From an optimization exercise on the open Yosys and OpenROAD flow, aimed at small area, a short achievable clock period and few clock cycles; shortcuts taken in it are not production practice.
RTL that was checked went through simulation tests only; none was proved equivalent to the original.

## xenon
==> flow/design.v <==
package huff_pkg;
    typedef logic [8-1:0] weight_t;
    typedef logic [12-1:0]    nodeWeight_t;
    typedef logic [5-1:0]     nodeId_t;
    typedef struct packed {
        weight_t [10-1:0] leaf;
    } leafWeights_t;
    typedef struct packed {
        nodeId_t parent;
        nodeId_t left;
        nodeId_t right;
    } treeEntry_t;
    typedef logic [(9-1)*3*5-1:0] treeTable_t;
    typedef struct packed {
        nodeId_t     id;
        nodeWeight_t weight;
        logic        valid;  
    } pick_t;
    typedef enum logic [1:0] {
        IDLE,
        PICK_RIGHT,
        PICK_LEFT,
        MERGE
    } ctrlState_t;
endpackage
module huffmanTree (
    input  logic                   Clk_in,
    input  logic                   n_Rst,
    input  logic                   Start,
    input  logic [79:0]            Weights,    
    output logic                   Busy,
    output logic                   Done,
    output logic [119:0]           Tree,       
    output logic [4:0]             RootRight,
    output logic [4:0]             RootLeft
);
    localparam int NH = 5;    
    localparam int QD = 5;    
    function automatic logic le8(input logic [7:0] a, input logic [7:0] b);
        logic r;
        r = 1'b1;
        for (int k = 0; k < 8; k++)
            r = (a[k] ^ b[k]) ? b[k] : r;
        le8 = r;
    endfunction
    function automatic logic le12(input logic [11:0] a, input logic [11:0] b);
        logic r;
        r = 1'b1;
        for (int k = 0; k < 12; k++)
            r = (a[k] ^ b[k]) ? b[k] : r;
        le12 = r;
    endfunction
    function automatic logic leafLe(input logic [7:0] a, input logic [11:0] b);
        leafLe = (|b[11:8]) || le8(a, b[7:0]);
    endfunction
    logic       busy;
    logic       done;
    logic       haveResult;
    logic [2:0] mergeCnt;     
    logic       lastMerge;
    assign lastMerge = (mergeCnt == 3'd7);
    always_ff @(posedge Clk_in or negedge n_Rst)
    begin
        if (!n_Rst)
        begin
            busy       <= 1'b0;
            done       <= 1'b0;
            haveResult <= 1'b0;
        end
        else
        begin
            busy       <= busy ? !lastMerge : Start;
            done       <= busy && lastMerge;
            haveResult <= haveResult || busy;
        end
    end
    assign Busy = busy;
    assign Done = done;
    logic [7:0]    wA [NH];
    logic [7:0]    wB [NH];
    logic [NH-1:0] usedA;
    logic [NH-1:0] usedB;
    always_ff @(posedge Clk_in)
    begin
        if (!busy)
        begin
            for (int i = 0; i < NH; i++)
            begin
                wA[i] <= Weights[8*i +: 8];
                wB[i] <= Weights[8*(i+NH) +: 8];
            end
        end
    end
    function automatic logic [2*NH-1:0] pickTwo(input logic [8*NH-1:0] w,
                                                input logic [NH-1:0]   used);
        logic [NH-1:0] prec [NH];   
        logic [NH-1:0] p0;
        logic [NH-1:0] p1;
        for (int i = 0; i < NH; i++)
        begin
            prec[i][i] = 1'b0;
            for (int j = i + 1; j < NH; j++)
            begin
                prec[i][j] = le8(w[8*i +: 8], w[8*j +: 8]);
                prec[j][i] = !prec[i][j];
            end
        end
        for (int i = 0; i < NH; i++)
        begin
            p0[i] = !used[i];
            for (int j = 0; j < NH; j++)
                if (j != i)
                    p0[i] = p0[i] && (used[j] || prec[i][j]);
        end
        for (int i = 0; i < NH; i++)
        begin
            p1[i] = !used[i] && !p0[i];
            for (int j = 0; j < NH; j++)
                if (j != i)
                    p1[i] = p1[i] && (used[j] || p0[j] || prec[i][j]);
        end
        pickTwo = {p1, p0};
    endfunction
    logic [8*NH-1:0] wAflat;
    logic [8*NH-1:0] wBflat;
    logic [NH-1:0]   pA0, pA1, pB0, pB1;
    always_comb
    begin
        for (int i = 0; i < NH; i++)
        begin
            wAflat[8*i +: 8] = wA[i];
            wBflat[8*i +: 8] = wB[i];
        end
    end
    assign {pA1, pA0} = pickTwo(wAflat, usedA);
    assign {pB1, pB0} = pickTwo(wBflat, usedB);
    logic [7:0] wA0, wA1, wB0, wB1;
    logic [2:0] iA0, iA1, iB0, iB1;
    always_comb
    begin
        wA0 = '0; wA1 = '0; wB0 = '0; wB1 = '0;
        iA0 = '0; iA1 = '0; iB0 = '0; iB1 = '0;
        for (int i = 0; i < NH; i++)
        begin
            wA0 = wA0 | ({8{pA0[i]}} & wA[i]);
            wA1 = wA1 | ({8{pA1[i]}} & wA[i]);
            wB0 = wB0 | ({8{pB0[i]}} & wB[i]);
            wB1 = wB1 | ({8{pB1[i]}} & wB[i]);
            iA0 = iA0 | ({3{pA0[i]}} & 3'(i));
            iA1 = iA1 | ({3{pA1[i]}} & 3'(i));
            iB0 = iB0 | ({3{pB0[i]}} & 3'(i));
            iB1 = iB1 | ({3{pB1[i]}} & 3'(i));
        end
    end
    logic okA0, okA1, okB0, okB1;
    assign okA0 = |pA0;
    assign okA1 = |pA1;
    assign okB0 = |pB0;
    assign okB1 = |pB1;
    logic       firstA;     
    logic       secondA;    
    logic       leafOk0;
    logic       leafOk1;
    logic [7:0] leafW0;
    logic [7:0] leafW1;
    logic [4:0] leafId0;
    logic [4:0] leafId1;
    always_comb
    begin
        firstA = okA0 && (!okB0 || le8(wA0, wB0));
        if (firstA)
            secondA = okA1 && (!okB0 || le8(wA1, wB0));
        else
            secondA = okA0 && (!okB1 || le8(wA0, wB1));
        leafOk0 = okA0 || okB0;
        leafOk1 = firstA ? (okA1 || okB0) : (okA0 || okB1);
        leafW0  = firstA ? wA0 : wB0;
        leafId0 = firstA ? {2'd0, iA0} : 5'd5 + {2'd0, iB0};
        if (firstA)
        begin
            leafW1  = secondA ? wA1 : wB0;
            leafId1 = secondA ? {2'd0, iA1} : 5'd5 + {2'd0, iB0};
        end
        else
        begin
            leafW1  = secondA ? wA0 : wB1;
            leafId1 = secondA ? {2'd0, iA0} : 5'd5 + {2'd0, iB1};
        end
    end
    logic [11:0]   q [QD];
    logic [QD-1:0] head;      
    logic [QD-1:0] tail;      
    logic [QD-1:0] pending;   
    logic [4:0]    headId;    
    logic [11:0]   opA;       
    logic [11:0]   opB;
    logic [11:0]   newSum;
    assign newSum = opA + opB;
    logic [QD-1:0] head1;
    logic [QD-1:0] head2;
    assign head1 = {head[QD-2:0], head[QD-1]};
    assign head2 = {head[QD-3:0], head[QD-1:QD-2]};
    logic [11:0] qW0;
    logic [11:0] qW1;
    logic [11:0] qW2;
    always_comb
    begin
        qW0 = '0;
        qW1 = '0;
        qW2 = '0;
        for (int k = 0; k < QD; k++)
        begin
            qW0 = qW0 | ({12{head[k]}}  & q[k]);
            qW1 = qW1 | ({12{head1[k]}} & q[k]);
            qW2 = qW2 | ({12{head2[k]}} & q[k]);
        end
        if (pending[0] && !pending[1])
            qW0 = newSum;
        if (pending[1] && !pending[2])
            qW1 = newSum;
        if (pending[2] && !pending[3])
            qW2 = newSum;
    end
    logic        takeLeafR;
    logic        takeLeafL;
    logic        twoLeaves;
    logic        twoNodes;
    logic [11:0] nextA;
    logic [11:0] nextB;
    logic [4:0]  rightId;
    logic [4:0]  leftId;
    always_comb
    begin
        takeLeafR = leafOk0 && (!pending[0] || leafLe(leafW0, qW0));
        if (takeLeafR)
            takeLeafL = leafOk1 && (!pending[0] || leafLe(leafW1, qW0));
        else
            takeLeafL = leafOk0 && (!pending[1] || leafLe(leafW0, qW1));
        twoLeaves = takeLeafR && takeLeafL;
        twoNodes  = !takeLeafR && !takeLeafL;
        nextA = twoNodes ? qW1 : {4'd0, leafW0};
        nextB = twoLeaves ? {4'd0, leafW1} : qW0;
        rightId = takeLeafR ? leafId0 : headId;
        if (twoLeaves)
            leftId = leafId1;
        else if (takeLeafR)
            leftId = headId;
        else if (takeLeafL)
            leftId = leafId0;
        else
            leftId = headId + 5'd1;
    end
    logic [11:0] total;
    logic [7:0]  pairA;
    logic [7:0]  pairB;
    always_comb
    begin
        pairA = wA[0];
        pairB = wA[1];
        case (mergeCnt)
            3'd1:    begin pairA = wA[2]; pairB = wA[3]; end
            3'd2:    begin pairA = wA[4]; pairB = wB[0]; end
            3'd3:    begin pairA = wB[1]; pairB = wB[2]; end
            3'd4:    begin pairA = wB[3]; pairB = wB[4]; end
            default: ;
        endcase
    end
    logic [11:0] half;
    logic        xRight;
    logic [4:0]  xId;
    assign half = {1'b0, total[11:1]};
    always_comb
    begin
        if (twoLeaves)
        begin
            xRight = le12(qW0, half);
            xId    = headId;
        end
        else if (!twoNodes)
        begin
            if (pending[1])
            begin
                xRight = le12(qW1, half);
                xId    = headId + 5'd1;
            end
            else
            begin
                xRight = le12({4'd0, leafW1}, half);
                xId    = leafId1;
            end
        end
        else
        begin
            if (pending[2])
            begin
                xRight = le12(qW2, half);
                xId    = headId + 5'd2;
            end
            else
            begin
                xRight = le12({4'd0, leafW0}, half);
                xId    = leafId0;
            end
        end
    end
    always_ff @(posedge Clk_in)
    begin
        if (!busy)
        begin
            usedA    <= '0;
            usedB    <= '0;
            mergeCnt <= '0;
            head     <= QD'(1);
            tail     <= {1'b1, (QD-1)'(0)};
            pending  <= '0;
            headId   <= 5'd10;
            total    <= '0;
        end
        else
        begin
            mergeCnt <= mergeCnt + 3'd1;
            if (mergeCnt <= 3'd4)
                total <= total + {4'd0, pairA} + {4'd0, pairB};
            if (takeLeafR || takeLeafL)
            begin
                if (firstA)
                    usedA <= usedA | pA0 | ((twoLeaves && secondA) ? pA1 : '0);
                else
                    usedA <= usedA | ((twoLeaves && secondA) ? pA0 : '0);
                if (!firstA)
                    usedB <= usedB | pB0 | ((twoLeaves && !secondA) ? pB1 : '0);
                else
                    usedB <= usedB | ((twoLeaves && !secondA) ? pB0 : '0);
            end
            opA <= nextA;
            opB <= nextB;
            for (int k = 0; k < QD; k++)
                if (tail[k])
                    q[k] <= newSum;
            tail <= {tail[QD-2:0], tail[QD-1]};
            if (twoNodes)
            begin
                head    <= head2;
                headId  <= headId + 5'd2;
                pending <= {1'b0, pending[QD-1:1]};
            end
            else if (!twoLeaves)
            begin
                head    <= head1;
                headId  <= headId + 5'd1;
            end
            else
            begin
                pending <= {pending[QD-2:0], 1'b1};
            end
        end
    end
    logic [9:0] entry [8];
    logic [4:0] rootR;
    logic [4:0] rootL;
    always_ff @(posedge Clk_in or negedge n_Rst)
    begin
        if (!n_Rst)
        begin
            for (int e = 0; e < 8; e++)
                entry[e] <= '0;
            rootR <= '0;
            rootL <= '0;
        end
        else if (busy)
        begin
            for (int e = 0; e < 8; e++)
                if (mergeCnt == 3'(e))
                    entry[e] <= {leftId, rightId};
            if (lastMerge)
            begin
                rootR <= xRight ? xId : 5'd17;
                rootL <= xRight ? 5'd17 : xId;
            end
        end
    end
    always_comb
    begin
        for (int e = 0; e < 8; e++)
            Tree[15*e +: 15] = {(haveResult ? 5'(10 + e) : 5'd0), entry[e]};
    end
    assign RootRight = rootR;
    assign RootLeft  = rootL;
endmodule
make LEC_CHECK=0 CAP_MARGIN=20 CORE_MARGIN=2 CORE_UTILIZATION=40 SLEW_MARGIN=20 finish   # period 36.0 ns
run.sh (not shown) runs the stock make flow with config.mk's settings and CLKGATE_MAP_FILE= SYNTH_SCRIPT=/design/flow/synth_recipe.tcl, a recipe that flattens the netlist after the stock synthesis.
> inputs changed (xenon -> juniper)
diff --git a/flow/design.v b/flow/design.v
--- a/flow/design.v
+++ b/flow/design.v
@@ -198,29 +198,24 @@
     assign newSum = opA + opB;
     logic [QD-1:0] head1;
     logic [QD-1:0] head2;
     assign head1 = {head[QD-2:0], head[QD-1]};
-    assign head2 = {head[QD-3:0], head[QD-1:QD-2]};
+    assign head2 = {head1[QD-2:0], head1[QD-1]};
     logic [11:0] qW0;
     logic [11:0] qW1;
-    logic [11:0] qW2;
     always_comb
     begin
         qW0 = '0;
         qW1 = '0;
-        qW2 = '0;
         for (int k = 0; k < QD; k++)
         begin
             qW0 = qW0 | ({12{head[k]}}  & q[k]);
             qW1 = qW1 | ({12{head1[k]}} & q[k]);
-            qW2 = qW2 | ({12{head2[k]}} & q[k]);
         end
         if (pending[0] && !pending[1])
             qW0 = newSum;
         if (pending[1] && !pending[2])
             qW1 = newSum;
-        if (pending[2] && !pending[3])
-            qW2 = newSum;
     end
     logic        takeLeafR;
     logic        takeLeafL;
     logic        twoLeaves;
@@ -265,44 +260,23 @@
             default: ;
         endcase
     end
     logic [11:0] half;
+    logic [7:0]  lastLeafW;
+    logic [4:0]  lastLeafId;
+    logic        xIsLeaf;
     logic        xRight;
     logic [4:0]  xId;
-    assign half = {1'b0, total[11:1]};
-    always_comb
+    assign half       = {1'b0, total[11:1]};
+    assign lastLeafW  = pending[1] ? leafW0 : leafW1;
+    assign lastLeafId = pending[1] ? leafId0 : leafId1;
+    assign xIsLeaf    = !pending[2] && !leafLe(lastLeafW, newSum);
+    assign xRight     = le12(newSum, half) && (pending[2] || le12({4'd0, lastLeafW}, half));
+    assign xId        = xIsLeaf ? lastLeafId : 5'd16;
+    always_ff @(posedge Clk_in)
     begin
-        if (twoLeaves)
-        begin
-            xRight = le12(qW0, half);
-            xId    = headId;
-        end
-        else if (!twoNodes)
-        begin
-            if (pending[1])
-            begin
-                xRight = le12(qW1, half);
-                xId    = headId + 5'd1;
-            end
-            else
-            begin
-                xRight = le12({4'd0, leafW1}, half);
-                xId    = leafId1;
-            end
-        end
-        else
-        begin
-            if (pending[2])
-            begin
-                xRight = le12(qW2, half);
-                xId    = headId + 5'd2;
-            end
-            else
-            begin
-                xRight = le12({4'd0, leafW0}, half);
-                xId    = leafId0;
-            end
-        end
+        opA <= nextA;
+        opB <= nextB;
     end
     always_ff @(posedge Clk_in)
     begin
         if (!busy)
@@ -331,10 +305,8 @@
                     usedB <= usedB | pB0 | ((twoLeaves && !secondA) ? pB1 : '0);
                 else
                     usedB <= usedB | ((twoLeaves && !secondA) ? pB0 : '0);
             end
-            opA <= nextA;
-            opB <= nextB;
             for (int k = 0; k < QD; k++)
                 if (tail[k])
                     q[k] <= newSum;
             tail <= {tail[QD-2:0], tail[QD-1]};
@@ -368,11 +340,11 @@
             rootL <= '0;
         end
         else if (busy)
         begin
-            for (int e = 0; e < 8; e++)
-                if (mergeCnt == 3'(e))
-                    entry[e] <= {leftId, rightId};
+            for (int e = 0; e < 7; e++)
+                entry[e] <= entry[e+1];
+            entry[7] <= {leftId, rightId};
             if (lastMerge)
             begin
                 rootR <= xRight ? xId : 5'd17;
                 rootL <= xRight ? 5'd17 : xId;
==> results.txt <==
- juniper: flow completed, timing, DRC and antenna clean
- On relative slew slack, juniper does better than xenon.
- Routed length per instance: juniper < xenon
- Diff xenon -> juniper: met3 wire length decreased by about 7.5% relative to the old numbers; worst path setup slack after routing lower.
- Routed wire length on met2 was lower in juniper than in xenon.
- Between juniper and xenon, the final hold slack does not differ in any meaningful way.
- From xenon to juniper the numbers moved as follows: synthesized area per cell grew by 0.30 um^2, measured slew at the worst slew-check pin lost 15 ps.
- Sort xenon and juniper by estimated wirelength of the detail-placed design, descending, and xenon comes first.
- Against xenon, layout buffer count excluding clock buffers in juniper fell by a few percent.
No functional check of the RTL was part of any run of this note.


main:
Another version of the RTL of huffmanTree (not shown whole).
For scale: roughly 19000 sq um of cells after synthesis.
==> flow/design.v (excerpt) <==
module huffmanTree (
    input  logic                   Clk_in,
    input  logic                   n_Rst,
    input  logic                   Start,
    input  logic [79:0]            Weights,    
    output logic                   Busy,
    output logic                   Done,
    output logic [119:0]           Tree,       
    output logic [4:0]             RootRight,
    output logic [4:0]             RootLeft
);
    localparam int NH = 5;    
    localparam int QD = 4;    
    localparam int PD = 5;    
    function automatic logic le8(input logic [7:0] a, input logic [7:0] b);
        logic r;
        r = 1'b1;
        for (int k = 0; k < 8; k++)
            r = (a[k] ^ b[k]) ? b[k] : r;
        le8 = r;
    endfunction
    function automatic logic le12(input logic [11:0] a, input logic [11:0] b);
        logic r;
        r = 1'b1;
        for (int k = 0; k < 12; k++)
            r = (a[k] ^ b[k]) ? b[k] : r;
        le12 = r;
    endfunction
    function automatic logic leafLe(input logic [7:0] a, input logic [11:0] b);
        leafLe = (|b[11:8]) || le8(a, b[7:0]);
    endfunction
    logic       busy;
    logic       busyOut;    
    logic       done;
    logic [3:0] haveResult;   
  ...
clock: 36.0 ns
lec_check: 0
abc_area: 1
cap_margin: 20
core_margin: 2
core_utilization: 40
cts_cluster_diameter: 100
cts_cluster_size: 26
slew_margin: 20
standard.sh (not shown) runs the stock make flow with config.mk's settings and CLKGATE_MAP_FILE= SYNTH_SCRIPT=/design/flow/synth_recipe.tcl, a recipe that flattens the netlist after the stock synthesis.
==> flow/flow/run.sh <==
#!/bin/bash
# The standard layout, except that the port buffers are plain buf_1
# cells instead of the delay buffers buffer_ports picks by default.
set -euo pipefail
export BUFFER_PORTS_ARGS="-buffer_cell sky130_fd_sc_hd__buf_1"
bash standard.sh finish > standard_flow.log 2>&1
Testbench counts of main, summed over its fixed seeds: cycles 4,608.
Modified inputs, the feature branch compared to main
--- a/flow/design.v
+++ b/flow/design.v
@@ -192,27 +192,35 @@
             leafId1 = secondA ? {2'd0, iA0} : 5'd5 + {2'd0, iB1};
         end
     end
     logic [11:0]   q [QD];
     logic [QD-1:0] head;      
     logic [QD-1:0] tail;      
+    logic [2:0]    taken;     
+    logic [2:0]    pendCount;
     logic [PD-1:0] pending;   
     logic [4:0]    headId;    
+    assign pendCount = mergeCnt - taken;
+    assign headId    = 5'd10 + {2'd0, taken};
+    always_comb
+        for (int k = 0; k < QD; k++)
+            head[k] = (taken[1:0] == 2'(k));
+    always_comb
+        for (int k = 0; k < PD; k++)
+            pending[k] = (pendCount > 3'(k));
     logic [11:0]   opA;       
     logic [11:0]   opB;
     logic [11:0]   newSum;
     assign newSum = opA + opB;
     logic [1:0] tailSlot;
     assign tailSlot = mergeCnt[1:0] - 2'd1;
     always_comb
         for (int k = 0; k < QD; k++)
             tail[k] = (tailSlot == 2'(k));
     logic [QD-1:0] head1;
-    logic [QD-1:0] head2;
     assign head1 = {head[QD-2:0], head[QD-1]};
-    assign head2 = {head1[QD-2:0], head1[QD-1]};
     logic [11:0] qW0;
     logic [11:0] qW1;
     always_comb
     begin
         qW0 = '0;
         qW1 = '0;
@@ -291,15 +299,13 @@
     begin
         if (!busy)
         begin
             usedA    <= '0;
             usedB    <= '0;
             mergeCnt <= '0;
-            head     <= QD'(1);
-            pending  <= '0;
-            headId   <= 5'd10;
+            taken    <= '0;
             total    <= '0;
         end
         else
         begin
             mergeCnt <= mergeCnt + 3'd1;
             if (mergeCnt <= 3'd4)
@@ -317,24 +323,17 @@
             end
             for (int k = 0; k < QD; k++)
                 if (tail[k])
                     q[k] <= newSum;
             if (twoNodes)
             begin
-                head    <= head2;
-                headId  <= headId + 5'd2;
-                pending <= {1'b0, pending[PD-1:1]};
+                taken   <= taken + 3'd2;
             end
             else if (!twoLeaves)
             begin
-                head    <= head1;
-                headId  <= headId + 5'd1;
-            end
-            else
-            begin
-                pending <= {pending[PD-2:0], 1'b1};
+                taken   <= taken + 3'd1;
             end
         end
     end
     logic [9:0] entry [8];
     logic [4:0] rootR;
     logic [4:0] rootL;
==> comparison <==
Between the feature branch and main, the total of clock buffers placed in the layout does not differ in any meaningful way. Lower hold slack goes to main over the feature branch. The feature branch has cell area after synthesis below what main had. main → the feature branch: antenna diode count now larger, met3 routed wirelength now smaller. Worst path setup slack after routing: main and the feature branch compared, higher one is the feature branch. The feature branch vs main, shortest period the worst path allows went down by 0.040 ns. No stage failed in the feature branch, and the final checks on the layout all came back clean.
Testbench counts of the feature branch, summed over its fixed seeds: cycles 4,608.

[re-timing with driven ports]
In the flow no input, the clock included, has a driving cell. The finished layouts below were timed again as built, in two steps. Step 1 assumes that a clkbuf_16 drives the clock port and a buf_2 every other input. Step 2 also shifts input and output timing later by t, the mid clock arrival at the registers, as if the neighbouring blocks saw the same clock. Slacks: ideal ports / drivers / drivers and shift; pairs: ideal ports / drivers.
| run | t, ns | slack for setup (ns) | latest minus earliest clock arrival (ns) | worst data-port slew with drivers (ns) |
|---|---|---|---|---|
| xenon | 0.623 | 26.932 / 26.872 / 27.070 | 0.034 / 0.034 | 0.05 |
| juniper | 0.613 | 26.751 / 26.692 / 27.305 | 0.033 / 0.033 | 0.05 |
| main | 0.595 | 27.605 / 27.548 / 27.891 | 0.027 / 0.027 | 0.04 |
| the feature branch | 0.584 | 27.645 / 27.587 / 27.613 | 0.031 / 0.032 | 0.04 |
After both steps setup and hold are still met in every run listed. The setup slack of the feature branch, which loses most, moves by -0.058 ns with the drivers and by -0.032 ns with both steps. Setup slack includes reset recovery checks.
